Context: an optimization exercise on an open-source flow, tuned for small area, a short achievable clock period and few clock cycles. The choices shown serve that exercise and are no tape-out recipe.
Where RTL was checked, it was by simulation tests only, not by an equivalence proof against the original.
Power and IR drop assume default switching activity.

Design shipValidator, start of the top module:
module shipValidator
(
	input logic clk,
	input logic rstN,
	input logic enable,
	input logic [14:0] request,
	output logic placed,
	output logic borderConflict,
	output logic memoryConflict,
	output logic conflict
);
	logic [7:0] rowA;
	logic [7:0] colA;
	logic [7:0] rowB;
	logic [7:0] colB;
	logic onBoard;
	logic [63:0] shipMask;
	logic [63:0] occupied0;
	logic [63:0] occupied1;
	logic fleetFull;
	logic hit;
	logic writeStrobe;
	shipCellDecoder decoder
	(
		.request(request),
		.rowA(rowA),
		.colA(colA),
		.rowB(rowB),
		.colB(colB),
		.onBoard(onBoard)
	);
	always_comb
		for (int r = 0; r < 8; r++)
			for (int c = 0; c < 8; c++)
				shipMask[r*8 + c] = (rowA[r] && colA[c]) || (rowB[r] && colB[c]);
	fleetStore store
	(
		.clk(clk),
		.rstN(rstN),
		.player(request[11]),
		.writeStrobe(writeStrobe),
		.shipMask(shipMask),
		.occupied0(occupied0),
		.occupied1(occupied1),
		.fleetFull(fleetFull)
	);
	overlapScanner scanner
	(
		.player(request[11]),
		.shipMask(shipMask),
		.occupied0(occupied0),
		.occupied1(occupied1),
		.hit(hit)
	);
	placementControl control
	(
		.clk(clk),
		.rstN(rstN),
		.enable(enable),
		.onBoard(onBoard),
		.fleetFull(fleetFull),
		.hit(hit),
		.writeStrobe(writeStrobe),
		.placed(placed),
		.borderConflict(borderConflict),
		.memoryConflict(memoryConflict)
	);
	assign conflict = borderConflict | memoryConflict;
endmodule
Size: ~1200 cells after synthesis, ~22 I/O pins, ~0.0077 mm² of cells after synthesis.
clock: 6.0 ns
lec_check: 0
abc_area: 1
cap_margin: 20
core_margin: 2
core_utilization: 40
cts_buf_list: sky130_fd_sc_hd__clkbuf_8
cts_cluster_diameter: 150
cts_cluster_size: 40
place_density: 0.6
setup_slack_margin: 1.5
slew_margin: 20
run.sh (not shown) runs the stock make flow with config.mk's settings and CLKGATE_MAP_FILE= SYNTH_SCRIPT=/design/flow/synth_recipe.tcl, a recipe that flattens the netlist after the stock synthesis.
The starting point completed without violations.
Testbench counts at the start, summed over its fixed seeds: cycles 4,608.
Then changed:
--- a/flow/config.mk
+++ b/flow/config.mk
@@ -6,11 +6,7 @@
 export NUM_CORES = 4
 export LEC_CHECK = 0
-export ABC_AREA = 1
 export CAP_MARGIN = 20
 export CORE_MARGIN = 2
 export CORE_UTILIZATION = 40
-export CTS_BUF_LIST = sky130_fd_sc_hd__clkbuf_8
-export CTS_CLUSTER_DIAMETER = 150
-export CTS_CLUSTER_SIZE = 40
 export PLACE_DENSITY = 0.6
 export SETUP_SLACK_MARGIN = 1.5
Outcome:
- The changed run went through all stages and came out clean
- critical path depth is higher by 15
- utilization is higher by 14 points
- setup slack gets worse by 1000 ps
- routed wire length is higher by 65%
- count of clock-buffer cells in the layout is lower by 1
- die area is lower by 1.9%
- clock skew is higher by 12 ps
- worst hold slack gets worse by 5.5 ps
- power is higher by 26%
Then changed:
--- a/flow/config.mk
+++ b/flow/config.mk
@@ -6,4 +6,5 @@
 export NUM_CORES = 4
 export LEC_CHECK = 0
+export ABC_AREA = 1
 export CAP_MARGIN = 20
 export CORE_MARGIN = 2
After rerunning: The new run ran to the end with no violations; setup slack improves by 1000 ps; final cell count climbs by a few percent; clock power is about the same; power decreases by roughly a tenth; critical path depth is lower by 17.
Then changed:
--- a/flow/config.mk
+++ b/flow/config.mk
@@ -10,5 +10,8 @@
 export CORE_MARGIN = 2
 export CORE_UTILIZATION = 40
+export CTS_BUF_LIST = sky130_fd_sc_hd__clkbuf_8
+export CTS_CLUSTER_DIAMETER = 40
+export CTS_CLUSTER_SIZE = 10
 export PLACE_DENSITY = 0.6
-export SETUP_SLACK_MARGIN = 1.5
+export SETUP_SLACK_MARGIN = 1.0
 export SLEW_MARGIN = 20
The new run passed the timing, design-rule and antenna checks.
Utilization came out lower by 2.9 points.
Via count came out lower by a few percent.
Die area stays the same.
Then changed:
--- a/flow/config.mk
+++ b/flow/config.mk
@@ -9,9 +9,6 @@
 export CAP_MARGIN = 20
 export CORE_MARGIN = 2
-export CORE_UTILIZATION = 40
-export CTS_BUF_LIST = sky130_fd_sc_hd__clkbuf_8
-export CTS_CLUSTER_DIAMETER = 40
-export CTS_CLUSTER_SIZE = 10
-export PLACE_DENSITY = 0.6
+export CORE_UTILIZATION = 65
+export PLACE_DENSITY = 0.8
 export SETUP_SLACK_MARGIN = 1.0
 export SLEW_MARGIN = 20
Result: Core utilization increases by 30 points. Area after synthesis is unchanged. Non-clock buffer count decreases by 6. Sequential power barely changes.
Then changed:
--- a/flow/config.mk
+++ b/flow/config.mk
@@ -9,6 +9,6 @@
 export CAP_MARGIN = 20
 export CORE_MARGIN = 2
-export CORE_UTILIZATION = 65
-export PLACE_DENSITY = 0.8
+export CORE_UTILIZATION = 40
+export PLACE_DENSITY = 0.6
 export SETUP_SLACK_MARGIN = 1.0
 export SLEW_MARGIN = 20
Result: The changed run ran to the end with no violations; total power decreases by 2.9%; clock skew is about the same; global-route usage decreases by 11 points; register-to-register slack gets better by 30 ps; core utilization went down by 29 points; final cell count went up by 6.8%; combinational power goes up by about 2%.

========
The RTL this note starts from:
==> flow/design.v <==
package fleetPkg;
	localparam int boardSize = 8;
	localparam int fleetDepth = 11;
	typedef enum logic [2:0]
	{
		submarine = 3'd0,
		cruiser = 3'd1,
		seaplane = 3'd2,
		battleship = 3'd3,
		carrier = 3'd4
	} shipKindT;
endpackage
`timescale 1ns/10ps
module shipCellDecoder
(
	input logic [14:0] request,
	output logic [7:0] rowA,
	output logic [7:0] colA,
	output logic [7:0] rowB,
	output logic [7:0] colB,
	output logic onBoard
);
	logic [2:0] kind;
	logic [3:0] x;
	logic [3:0] y;
	logic direction;
	logic [1:0] orientation;
	logic straight;
	logic seaplane;
	logic atLeast2;
	logic atLeast4;
	logic is5;
	logic horizontal;
	logic vertical;
	logic [7:0] xHot;
	logic [7:0] yHot;
	logic [4:1] xStep;
	logic [4:1] yStep;
	logic xFits;
	logic yFits;
	logic seaplaneFits;
	assign kind = request[14:12];
	assign x = request[10:7];
	assign y = request[6:3];
	assign direction = request[2];
	assign orientation = request[1:0];
	assign seaplane = (kind == 3'd2);
	assign straight = (kind == 3'd0) || (kind == 3'd1) || (kind == 3'd3) || (kind == 3'd4);
	assign atLeast2 = (kind == 3'd1) || (kind == 3'd3) || (kind == 3'd4);
	assign atLeast4 = (kind == 3'd3) || (kind == 3'd4);
	assign is5 = (kind == 3'd4);
	assign horizontal = straight && !direction;
	assign vertical = straight && direction;
	assign xStep[1] = horizontal && atLeast2;
	assign xStep[2] = (horizontal && atLeast4) || (seaplane && !orientation[1]);
	assign xStep[3] = horizontal && atLeast4;
	assign xStep[4] = horizontal && is5;
	assign yStep[1] = vertical && atLeast2;
	assign yStep[2] = (vertical && atLeast4) || (seaplane && orientation[1]);
	assign yStep[3] = vertical && atLeast4;
	assign yStep[4] = vertical && is5;
	always_comb
	begin
		for (int i = 0; i < 8; i++)
		begin
			xHot[i] = (x[2:0] == 3'(i));
			yHot[i] = (y[2:0] == 3'(i));
		end
		for (int i = 0; i < 8; i++)
		begin
			colA[i] = xHot[i];
			rowA[i] = yHot[i];
			for (int s = 1; s <= 4; s++)
				if (i >= s)
				begin
					colA[i] = colA[i] || (xStep[s] && xHot[i-s]);
					rowA[i] = rowA[i] || (yStep[s] && yHot[i-s]);
				end
		end
		for (int i = 0; i < 8; i++)
		begin
			rowB[i] = 1'b0;
			colB[i] = 1'b0;
			if (i >= 1)
			begin
				rowB[i] = seaplane && orientation != 2'd1 && yHot[i-1];
				colB[i] = orientation != 2'd3 && xHot[i-1];
			end
			if (i <= 6)
			begin
				rowB[i] = rowB[i] || (seaplane && orientation == 2'd1 && yHot[i+1]);
				colB[i] = colB[i] || (orientation == 2'd3 && xHot[i+1]);
			end
		end
	end
	assign xFits = !(atLeast2 && x[2:0] == 3'd7) && !(atLeast4 && x[2:0] >= 3'd5)
		&& !(is5 && x[2:0] == 3'd4);
	assign yFits = !(atLeast2 && y[2:0] == 3'd7) && !(atLeast4 && y[2:0] >= 3'd5)
		&& !(is5 && y[2:0] == 3'd4);
	always_comb
	begin
		case (orientation)
			2'd0: seaplaneFits = x[2:0] <= 3'd5 && y[2:0] <= 3'd6;
			2'd1: seaplaneFits = x[2:0] <= 3'd5 && y[2:0] >= 3'd1;
			2'd2: seaplaneFits = x[2:0] <= 3'd6 && y[2:0] <= 3'd5;
			default: seaplaneFits = x[2:0] >= 3'd1 && y[2:0] <= 3'd5;
		endcase
	end
	assign onBoard = !x[3] && !y[3] && ((seaplane && seaplaneFits)
		|| (straight && (direction ? yFits : xFits)));
endmodule
`timescale 1ns/10ps
module overlapScanner
(
	input logic player,
	input logic [63:0] shipMask,
	input logic [63:0] occupied0,
	input logic [63:0] occupied1,
	output logic hit
);
	logic hit0;
	logic hit1;
	assign hit0 = |(shipMask & occupied0);
	assign hit1 = |(shipMask & occupied1);
	assign hit = player ? hit1 : hit0;
endmodule
`timescale 1ns/10ps
module fleetStore
(
	input logic clk,
	input logic rstN,
	input logic player,
	input logic writeStrobe,
	input logic [63:0] shipMask,
	output logic [63:0] occupied0,
	output logic [63:0] occupied1,
	output logic fleetFull
);
	logic boardValid;
	logic write0;
	logic write1;
	logic [3:0] count0;
	logic [3:0] count1;
	assign write0 = writeStrobe && !player;
	assign write1 = writeStrobe && player;
	assign fleetFull = player ? (count1 == 4'(fleetPkg::fleetDepth))
		: (count0 == 4'(fleetPkg::fleetDepth));
	always_ff @(posedge clk or negedge rstN)
	begin
		if (!rstN)
		begin
			boardValid <= 1'b0;
			count0 <= '0;
			count1 <= '0;
		end
		else
		begin
			boardValid <= 1'b1;
			if (write0)
				count0 <= count0 + 4'd1;
			if (write1)
				count1 <= count1 + 4'd1;
		end
	end
	logic [63:0] next0;
	logic [63:0] next1;
	for (genvar i = 0; i < 64; i++)
	begin : bitCell
		occupancyNext next0Cell
		(
			.occupied(occupied0[i]),
			.valid(boardValid),
			.mask(shipMask[i]),
			.write(write0),
			.next(next0[i])
		);
		occupancyNext next1Cell
		(
			.occupied(occupied1[i]),
			.valid(boardValid),
			.mask(shipMask[i]),
			.write(write1),
			.next(next1[i])
		);
	end
	always_ff @(posedge clk)
	begin
		occupied0 <= next0;
		occupied1 <= next1;
	end
endmodule
`timescale 1ns/10ps
module occupancyNext
(
	input logic occupied,
	input logic valid,
	input logic mask,
	input logic write,
	output logic next
);
	assign next = (occupied && valid) || (mask && write);
endmodule
`timescale 1ns/10ps
module placementControl
(
	input logic clk,
	input logic rstN,
	input logic enable,
	input logic onBoard,
	input logic fleetFull,
	input logic hit,
	output logic writeStrobe,
	output logic placed,
	output logic borderConflict,
	output logic memoryConflict
);
	logic holding;
	logic placedHeld;
	logic placeNow;
	assign placeNow = onBoard && !fleetFull && !hit;
	assign writeStrobe = enable && !holding && placeNow;
	assign placed = enable && (holding ? placedHeld : placeNow);
	assign borderConflict = enable && !onBoard;
	assign memoryConflict = enable && onBoard && (holding ? !placedHeld : (fleetFull || hit));
	always_ff @(posedge clk or negedge rstN)
	begin
		if (!rstN)
		begin
			holding <= 1'b0;
			placedHeld <= 1'b0;
		end
		else
		begin
			holding <= enable;
			if (!holding)
				placedHeld <= placeNow;
		end
	end
endmodule
`timescale 1ns/10ps
module shipValidator
(
	input logic clk,
	input logic rstN,
	input logic enable,
	input logic [14:0] request,
	output logic placed,
	output logic borderConflict,
	output logic memoryConflict,
	output logic conflict
);
	logic [7:0] rowA;
	logic [7:0] colA;
	logic [7:0] rowB;
	logic [7:0] colB;
	logic onBoard;
	logic [63:0] shipMask;
	logic [63:0] occupied0;
	logic [63:0] occupied1;
	logic fleetFull;
	logic hit;
	logic writeStrobe;
	shipCellDecoder decoder
	(
		.request(request),
		.rowA(rowA),
		.colA(colA),
		.rowB(rowB),
		.colB(colB),
		.onBoard(onBoard)
	);
	always_comb
		for (int r = 0; r < 8; r++)
			for (int c = 0; c < 8; c++)
				shipMask[r*8 + c] = (rowA[r] && colA[c]) || (rowB[r] && colB[c]);
	fleetStore store
	(
		.clk(clk),
		.rstN(rstN),
		.player(request[11]),
		.writeStrobe(writeStrobe),
		.shipMask(shipMask),
		.occupied0(occupied0),
		.occupied1(occupied1),
		.fleetFull(fleetFull)
	);
	overlapScanner scanner
	(
		.player(request[11]),
		.shipMask(shipMask),
		.occupied0(occupied0),
		.occupied1(occupied1),
		.hit(hit)
	);
	placementControl control
	(
		.clk(clk),
		.rstN(rstN),
		.enable(enable),
		.onBoard(onBoard),
		.fleetFull(fleetFull),
		.hit(hit),
		.writeStrobe(writeStrobe),
		.placed(placed),
		.borderConflict(borderConflict),
		.memoryConflict(memoryConflict)
	);
	assign conflict = borderConflict | memoryConflict;
endmodule
Settings: LEC_CHECK=0, ABC_AREA=1, CAP_MARGIN=20, CORE_MARGIN=2, CORE_UTILIZATION=40, PLACE_DENSITY=0.6, SETUP_SLACK_MARGIN=1.0, SLEW_MARGIN=20, SYNTH_HIERARCHICAL=1, SYNTH_MINIMUM_KEEP_SIZE=0; clock period 6.0 ns.
The first run finished with timing, DRC and antenna clean.
Change:
--- a/flow/config.mk
+++ b/flow/config.mk
@@ -8 +7,0 @@
-export ABC_AREA = 1
The new run produced a clean layout.
Synthesized cell count is lower by 50%.
Core utilization went up by 8.9 points.
Worst setup slack loses 1000 ps.
Global-route usage rises by 2.9 points.
Die area goes down by 12%.
Synthesized area drops by 13%.
Power goes down by 1.2%.
Routed wire length grows by 1.0%.
Maximum frequency goes down by 17%.
Clock-buffer cell count is higher by 4.
Function was not checked in any run of this note: the RTL went through the layout flow alone.

separate check: timing with driven ports:
The results above use ideal ports. As a check the final layouts listed here were re-extracted and re-timed, cells and wires unchanged.
Step 1 sets driving cells, clkbuf_16 on the clock port and buf_2 on the other inputs (assumed; they add their load-dependent delay and slew).
Step 2 adds t to the input delays and takes it off the output delays; t is the mean of the earliest and latest rising clock arrival at the registers after step 1. Input paths then give back, and output paths get back, about the clock's delay inside the block.
Slacks: no drivers / after step 1 / after step 2; pairs: no drivers / after step 1.
run	t (ns)	setup WS [ns]	worst setup path at the end	clock arrival spread, ns
the first run of note 1	0.496	1.330 / 1.271 / 1.271	input to output	0.012 / 0.012
the second run of note 1	0.482	0.306 / 0.299 / -0.159	input to register	0.024 / 0.024
the third run of note 1	0.460	1.328 / 1.269 / 1.269	input to output	0.010 / 0.010
the fourth run of note 1	0.485	1.203 / 1.186 / 1.186	input to output	0.009 / 0.009
the fifth run of note 1	0.473	1.138 / 1.110 / 1.110	input to output	0.012 / 0.012
the sixth run of note 1	0.461	1.189 / 1.172 / 1.172	input to output	0.009 / 0.009
the first run of note 2	0.471	1.085 / 1.037 / 1.037	input to output	0.009 / 0.009
the second run of note 2	0.458	0.060 / -0.015 / -0.015	input to output	0.010 / 0.010
With both steps, setup timing fails in the second run of note 1 and the second run of note 2, where it was met with ideal ports. The setup slack of the second run of note 1, which loses most, moves by -0.007 ns with the drivers and by -0.465 ns with both steps.
